Context: an optimization exercise on an open-source flow, tuned for small area, a short achievable clock period and few clock cycles per item. The choices shown serve that exercise and are no tape-out recipe. At most, simulation tests tie the RTL to the original design; equivalence was not proved.

==> v8 <==
// cordic_vector
module cordic_vector (
  input  logic        clk,
  input  logic        reset,
  input  logic [31:0] x_in,
  input  logic [31:0] y_in,
  input  logic        in_valid,
  output logic        in_ready,
  output logic [31:0] angle,
  output logic [31:0] magnitude,
  output logic        out_valid,
  input  logic        out_ready
);
  function automatic logic [31:0] ztab1(input logic [4:0] ztab1_k);
    ztab1 = (ztab1_k[4] ? (ztab1_k[3] ? (ztab1_k[2] ? (ztab1_k[1] ? (ztab1_k[0] ? 32'hCB4298FC : 32'hAD9631F8) : (ztab1_k[0] ? 32'hBB94DE00 : 32'h9DE876FC)) : (ztab1_k[1] ? (ztab1_k[0] ? 32'hC34D2A58 : 32'hA5A0C354) : (ztab1_k[0] ? 32'hB39F6F5C : 32'h95F30858))) : (ztab1_k[2] ? (ztab1_k[1] ? (ztab1_k[0] ? 32'h620E7CF6 : 32'h446215F2) : (ztab1_k[0] ? 32'h5260C1FA : 32'h34B45AF6)) : (ztab1_k[1] ? (ztab1_k[0] ? 32'h5A190E52 : 32'h3C6CA74E) : (ztab1_k[0] ? 32'h4A6B5356 : 32'h2CBEEC52)))) : (ztab1_k[3] ? (ztab1_k[2] ? (ztab1_k[1] ? (ztab1_k[0] ? 32'hFD868FA5 : 32'hDFDA28A1) : (ztab1_k[0] ? 32'hEDD8D4A9 : 32'hD02C6DA5)) : (ztab1_k[1] ? (ztab1_k[0] ? 32'hF5912101 : 32'hD7E4B9FD) : (ztab1_k[0] ? 32'hE5E36605 : 32'hC836FF01))) : (ztab1_k[2] ? (ztab1_k[1] ? (ztab1_k[0] ? 32'h2FCA864D : 32'h121E1F49) : (ztab1_k[0] ? 32'h201CCB51 : 32'h0270644D)) : (ztab1_k[1] ? (ztab1_k[0] ? 32'h27D517A9 : 32'h0A28B0A5) : (ztab1_k[0] ? 32'h18275CAD : 32'hFA7AF5A9)))));
  endfunction
  function automatic logic [31:0] ztab2(input logic [2:0] ztab2_k);
    ztab2 = (ztab2_k[2] ? (ztab2_k[1] ? (ztab2_k[0] ? 32'h06FE7B7A : 32'h02FFD004) : (ztab2_k[0] ? 32'h04FEA620 : 32'h00FFFAAA)) : (ztab2_k[1] ? (ztab2_k[0] ? 32'h05FE80D0 : 32'h01FFD55A) : (ztab2_k[0] ? 32'h03FEAB76 : 32'h00000000)));
  endfunction
  function automatic logic [31:0] ztab3(input logic [3:0] ztab3_k);
    ztab3 = (ztab3_k[3] ? (ztab3_k[2] ? (ztab3_k[1] ? (ztab3_k[0] ? 32'h00EFFF38 : 32'h006FFFE4) : (ztab3_k[0] ? 32'h00AFFF4E : 32'h002FFFFA)) : (ztab3_k[1] ? (ztab3_k[0] ? 32'h00CFFF3C : 32'h004FFFE8) : (ztab3_k[0] ? 32'h008FFF52 : 32'h000FFFFE))) : (ztab3_k[2] ? (ztab3_k[1] ? (ztab3_k[0] ? 32'h00DFFF3A : 32'h005FFFE6) : (ztab3_k[0] ? 32'h009FFF50 : 32'h001FFFFC)) : (ztab3_k[1] ? (ztab3_k[0] ? 32'h00BFFF3E : 32'h003FFFEA) : (ztab3_k[0] ? 32'h007FFF54 : 32'h00000000))));
  endfunction
  logic en;   
  logic        v0, sx0, sy0;
  logic [31:0] xa0, ya0;
  always_ff @(posedge clk or negedge reset)
  ...
Settings: LEC_CHECK=0, ABC_AREA=1, CAP_MARGIN=20, CORE_MARGIN=2, CORE_UTILIZATION=45, CTS_CLUSTER_DIAMETER=120, CTS_CLUSTER_SIZE=25, SLEW_MARGIN=20; clock period 12.0 ns.
standard.sh (not shown) runs the stock make flow with config.mk's settings and CLKGATE_MAP_FILE= SYNTH_SCRIPT=/design/flow/synth_recipe.tcl, a recipe that flattens the netlist after the stock synthesis.
==> flow/flow/run.sh <==
#!/bin/bash
# The standard layout, with the resizer allowed to change cell footprints and asked for
# more setup slack than the constraint needs, so that it shortens the critical paths.
set -euo pipefail
bash standard.sh synth > synth.log 2>&1
bash standard.sh MATCH_CELL_FOOTPRINT=0 SETUP_SLACK_MARGIN=8.1 finish > layout.log 2>&1
==> v7 (differences from v8) <==
==> flow/config.mk (replaced) <==
export PLATFORM = sky130hd
export DESIGN_NAME = cordic_vector
export DESIGN_NICKNAME = cordic_vector
export VERILOG_FILES = /design/flow/design.v
export SDC_FILE = /design/flow/constraint.sdc
export NUM_CORES = 4
export LEC_CHECK = 0
export CAP_MARGIN = 20
export CORE_MARGIN = 2
export CORE_UTILIZATION = 45
export CTS_CLUSTER_DIAMETER = 120
export CTS_CLUSTER_SIZE = 25
export SLEW_MARGIN = 20
==> v15 (differences from v8) <==
==> flow/flow/run.sh (replaced) <==
#!/bin/bash
# The standard layout, with the resizer allowed to change cell footprints and asked for
# more setup slack than the constraint needs, so that it shortens the critical paths.
set -euo pipefail
bash standard.sh synth > synth.log 2>&1
bash standard.sh MATCH_CELL_FOOTPRINT=0 SETUP_SLACK_MARGIN=8.25 finish > layout.log 2>&1
==> flow/config.mk (replaced) <==
export PLATFORM = sky130hd
export DESIGN_NAME = cordic_vector
export DESIGN_NICKNAME = cordic_vector
export VERILOG_FILES = /design/flow/design.v
export SDC_FILE = /design/flow/constraint.sdc
export NUM_CORES = 4
export LEC_CHECK = 0
export CAP_MARGIN = 20
export CORE_MARGIN = 2
export CORE_UTILIZATION = 50
export CTS_CLUSTER_DIAMETER = 120
export CTS_CLUSTER_SIZE = 25
export SLEW_MARGIN = 20
==> v22 (differences from v8) <==
--- a/flow/design.v
+++ b/flow/design.v
@@ -822,33 +822,33 @@
     c31 <= c_31_31;
     q31 <= q30;
     dd31 <= {dd30};
   end
   logic [3:0] cf;
   assign cf = c31 + {3'b0, y31[8]};
   logic [55:0] pp0;
-  assign pp0 = {23'b0, ~x31} << 0;
+  assign pp0 = ~({23'b0, x31} << 0);
   logic [55:0] pp3;
-  assign pp3 = {23'b0, ~x31} << 3;
+  assign pp3 = ~({23'b0, x31} << 3);
   logic [55:0] pp7;
   assign pp7 = {23'b0, x31} << 7;
   logic [55:0] pp9;
   assign pp9 = {23'b0, x31} << 9;
   logic [55:0] pp11;
-  assign pp11 = {23'b0, ~x31} << 11;
+  assign pp11 = ~({23'b0, x31} << 11);
   logic [55:0] pp14;
-  assign pp14 = {23'b0, ~x31} << 14;
+  assign pp14 = ~({23'b0, x31} << 14);
   logic [55:0] pp17;
-  assign pp17 = {23'b0, ~x31} << 17;
+  assign pp17 = ~({23'b0, x31} << 17);
   logic [55:0] pp20;
   assign pp20 = {23'b0, x31} << 20;
   logic [55:0] pp22;
   assign pp22 = {23'b0, x31} << 22;
   logic [55:0] ppc;
-  assign ppc = (cf[3] ? (cf[2] ? (cf[1] ? (cf[0] ? 56'hFB6FEE04903502 : 56'hFB6FEE04427A8B) : (cf[0] ? 56'hFB6FEE03F4C014 : 56'hFB6FEE03A7059D)) : (cf[1] ? (cf[0] ? 56'hFB6FEE03594B26 : 56'hFB6FEE030B90AF) : (cf[0] ? 56'hFB6FEE02BDD638 : 56'hFB6FEE02701BC1))) : (cf[2] ? (cf[1] ? (cf[0] ? 56'hFB6FEE0222614A : 56'hFB6FEE01D4A6D3) : (cf[0] ? 56'hFB6FEE0186EC5C : 56'hFB6FEE013931E5)) : (cf[1] ? (cf[0] ? 56'hFB6FEE00EB776E : 56'hFB6FEE009DBCF7) : (cf[0] ? 56'hFB6FEE00500280 : 56'hFB6FEE00024809))));
+  assign ppc = (cf[3] ? (cf[2] ? (cf[1] ? (cf[0] ? 56'h000000048DECFE : 56'h00000004403287) : (cf[0] ? 56'h00000003F27810 : 56'h00000003A4BD99)) : (cf[1] ? (cf[0] ? 56'h00000003570322 : 56'h000000030948AB) : (cf[0] ? 56'h00000002BB8E34 : 56'h000000026DD3BD))) : (cf[2] ? (cf[1] ? (cf[0] ? 56'h00000002201946 : 56'h00000001D25ECF) : (cf[0] ? 56'h0000000184A458 : 56'h0000000136E9E1)) : (cf[1] ? (cf[0] ? 56'h00000000E92F6A : 56'h000000009B74F3) : (cf[0] ? 56'h000000004DBA7C : 56'h00000000000005))));
   logic [55:0] pm_s0_0, pm_c0_0;
   assign pm_s0_0 = pp0 ^ pp3 ^ pp7;
   assign pm_c0_0 = ((pp0 & pp3) | (pp0 & pp7) | (pp3 & pp7)) << 1;
   logic [55:0] pm_s0_3, pm_c0_3;
   assign pm_s0_3 = pp9 ^ pp11 ^ pp14;
   assign pm_c0_3 = ((pp9 & pp11) | (pp9 & pp14) | (pp11 & pp14)) << 1;
   logic [55:0] pm_s0_6, pm_c0_6;
@@ -924,19 +924,20 @@
       rv_d = 1'b0;
     end
   end
   always_ff @(posedge clk or negedge reset)
     if (!reset) begin
       rv  <= 1'b0;
       kv  <= 1'b0;
+      rdy <= 1'b1;
     end else begin
       rv  <= rv_d;
       kv  <= kv_d;
+      rdy <= ~kv_d;
     end
-  always_ff @(posedge clk) rdy <= ~kv_d;
   always_ff @(posedge clk) begin
     if (kv ? take : load_r) begin
       ra <= kv ? ka : ang_n;
       rm <= kv ? km : mag_n;
     end
     if (~kv) begin   
       ka <= ang_n;
@@ -952,15 +953,15 @@
   parameter int W = 8
 ) (
   input  logic [W-1:0] a,
   input  logic [W-1:0] b,
   input  logic         ci,
   output logic [W-1:0] s
 );
-  localparam int L = (W > 32) ? 6 : (W > 16) ? 5 : (W > 8) ? 4 : (W > 4) ? 3 : (W > 2) ? 2 : 1;
+  localparam int L = (W > 1) ? $clog2(W) : 1;
   logic [(L+1)*W-1:0] g, p;
   assign p[W-1:0] = a ^ b;
   assign g[W-1:0] = (a & b) | {{(W-1){1'b0}}, (a[0] ^ b[0]) & ci};
   for (genvar l = 0; l < L; l++) begin : g_lvl
     for (genvar i = 0; i < W; i++) begin : g_bit
       if ((i >> l) & 1) begin : g_op
         localparam int J = ((i >> (l + 1)) << (l + 1)) + (1 << l) - 1;
==> flow/config.mk (replaced) <==
export PLATFORM = sky130hd
export DESIGN_NAME = cordic_vector
export DESIGN_NICKNAME = cordic_vector
export VERILOG_FILES = /design/flow/design.v
export SDC_FILE = /design/flow/constraint.sdc
export NUM_CORES = 4
export LEC_CHECK = 0
export CAP_MARGIN = 20
export CORE_MARGIN = 2
export CORE_UTILIZATION = 45
export SLEW_MARGIN = 20
==> results.txt <==
quantity	v7	v8	v22	v15
Total wire length	282 mm	300 mm	293 mm	293 mm
Global-route track usage on met2	0.347	0.337	0.350	0.397
Nonclk buf count	392	277	534	559
Gpl congestion	0.862	0.890	0.862	0.889
Met3 wire length	7.24 mm	9.07 mm	8.78 mm	7.58 mm
Pre-CTS setup slack	6050 ps	6820 ps	6160 ps	6070 ps
Total via count after detailed routing	76800	89800	79300	77900
Fraction of the mapped netlist area in compound gates	0.0672	0.0476	0.0675	0.0672
Die Footprint	0.313 mm²	0.332 mm²	0.314 mm²	0.282 mm²
Routed length on met1	109 mm	125 mm	111 mm	111 mm
Largest net degree at the start of global routing	226	171	186	214
Biggest fanout along the worst timing path	3	1	5	3
Crit path arrival time	4600 ps	1480 ps	4580 ps	4560 ps
Detailed placement HPWL	210 mm	234 mm	213 mm	214 mm
Status	finished clean	finished clean	finished clean	finished clean
Routed wire length on met2	156 mm	157 mm	159 mm	160 mm
Count of instances resized after the clock tree is built	394	163	497	558
Number of cell rows	204	210	204	193
Share of final layout cell area taken by non-clock buffers	0.0254	0.0147	0.0318	0.0346
Kind of capture point of the worst setup path	flip-flop	output pin	flip-flop	flip-flop
Number of standard cells in the layout, taps in and fillers out	14900	18200	15400	14600
CP max stage cell	or4b_4	edfxtp_1	edfxtp_1	or4b_4
Launch point of the critical path	y_in[4]	ra[3]	y1[32]	y_in[3]
Global-route met3 utilization	0.0195	0.0182	0.0232	0.0207
Placed standard-cell area	0.145 mm²	0.154 mm²	0.146 mm²	0.145 mm²
Testbench counts of v8, summed over its fixed seeds: cycles 2,320, items 2,048.
Testbench counts of v7, summed over its fixed seeds: cycles 2,320, items 2,048.
Testbench counts of v15, summed over its fixed seeds: cycles 2,320, items 2,048.
No functional check of the RTL was part of v22.

[afterwards: timing with drivers on the ports]
Ports are ideal in the flow. The routed layouts listed here were re-timed in OpenROAD.
Step 1 (the two cells are an assumption about what drives the block):
set clk [get_ports {clk}]
set_driving_cell -lib_cell sky130_fd_sc_hd__clkbuf_16 $clk
set_driving_cell -lib_cell sky130_fd_sc_hd__buf_2 [delete_from_list [all_inputs] $clk]
Step 2 adds t to the input delays and takes it off the output delays; t is the mean of the earliest and latest rising clock arrival at the registers after step 1. Input paths then give back, and output paths get back, about the clock's delay inside the block.
Three values: ideal, step 1, step 2; two values: the first two.
run	t (ns)	setup slack, ns	worst setup path at the end
v8	1.001	8.116 / 8.007 / 7.277	input to register
v7	0.995	8.075 / 8.012 / 7.143	input to register
v15	0.911	8.025 / 8.081 / 7.170	input to register
v22	0.981	8.036 / 7.975 / 7.177	input to register
After both steps setup and hold are still met in every run listed. For v7, which loses most, drivers alone change the setup slack by -0.063 ns; drivers and shift together by -0.932 ns.
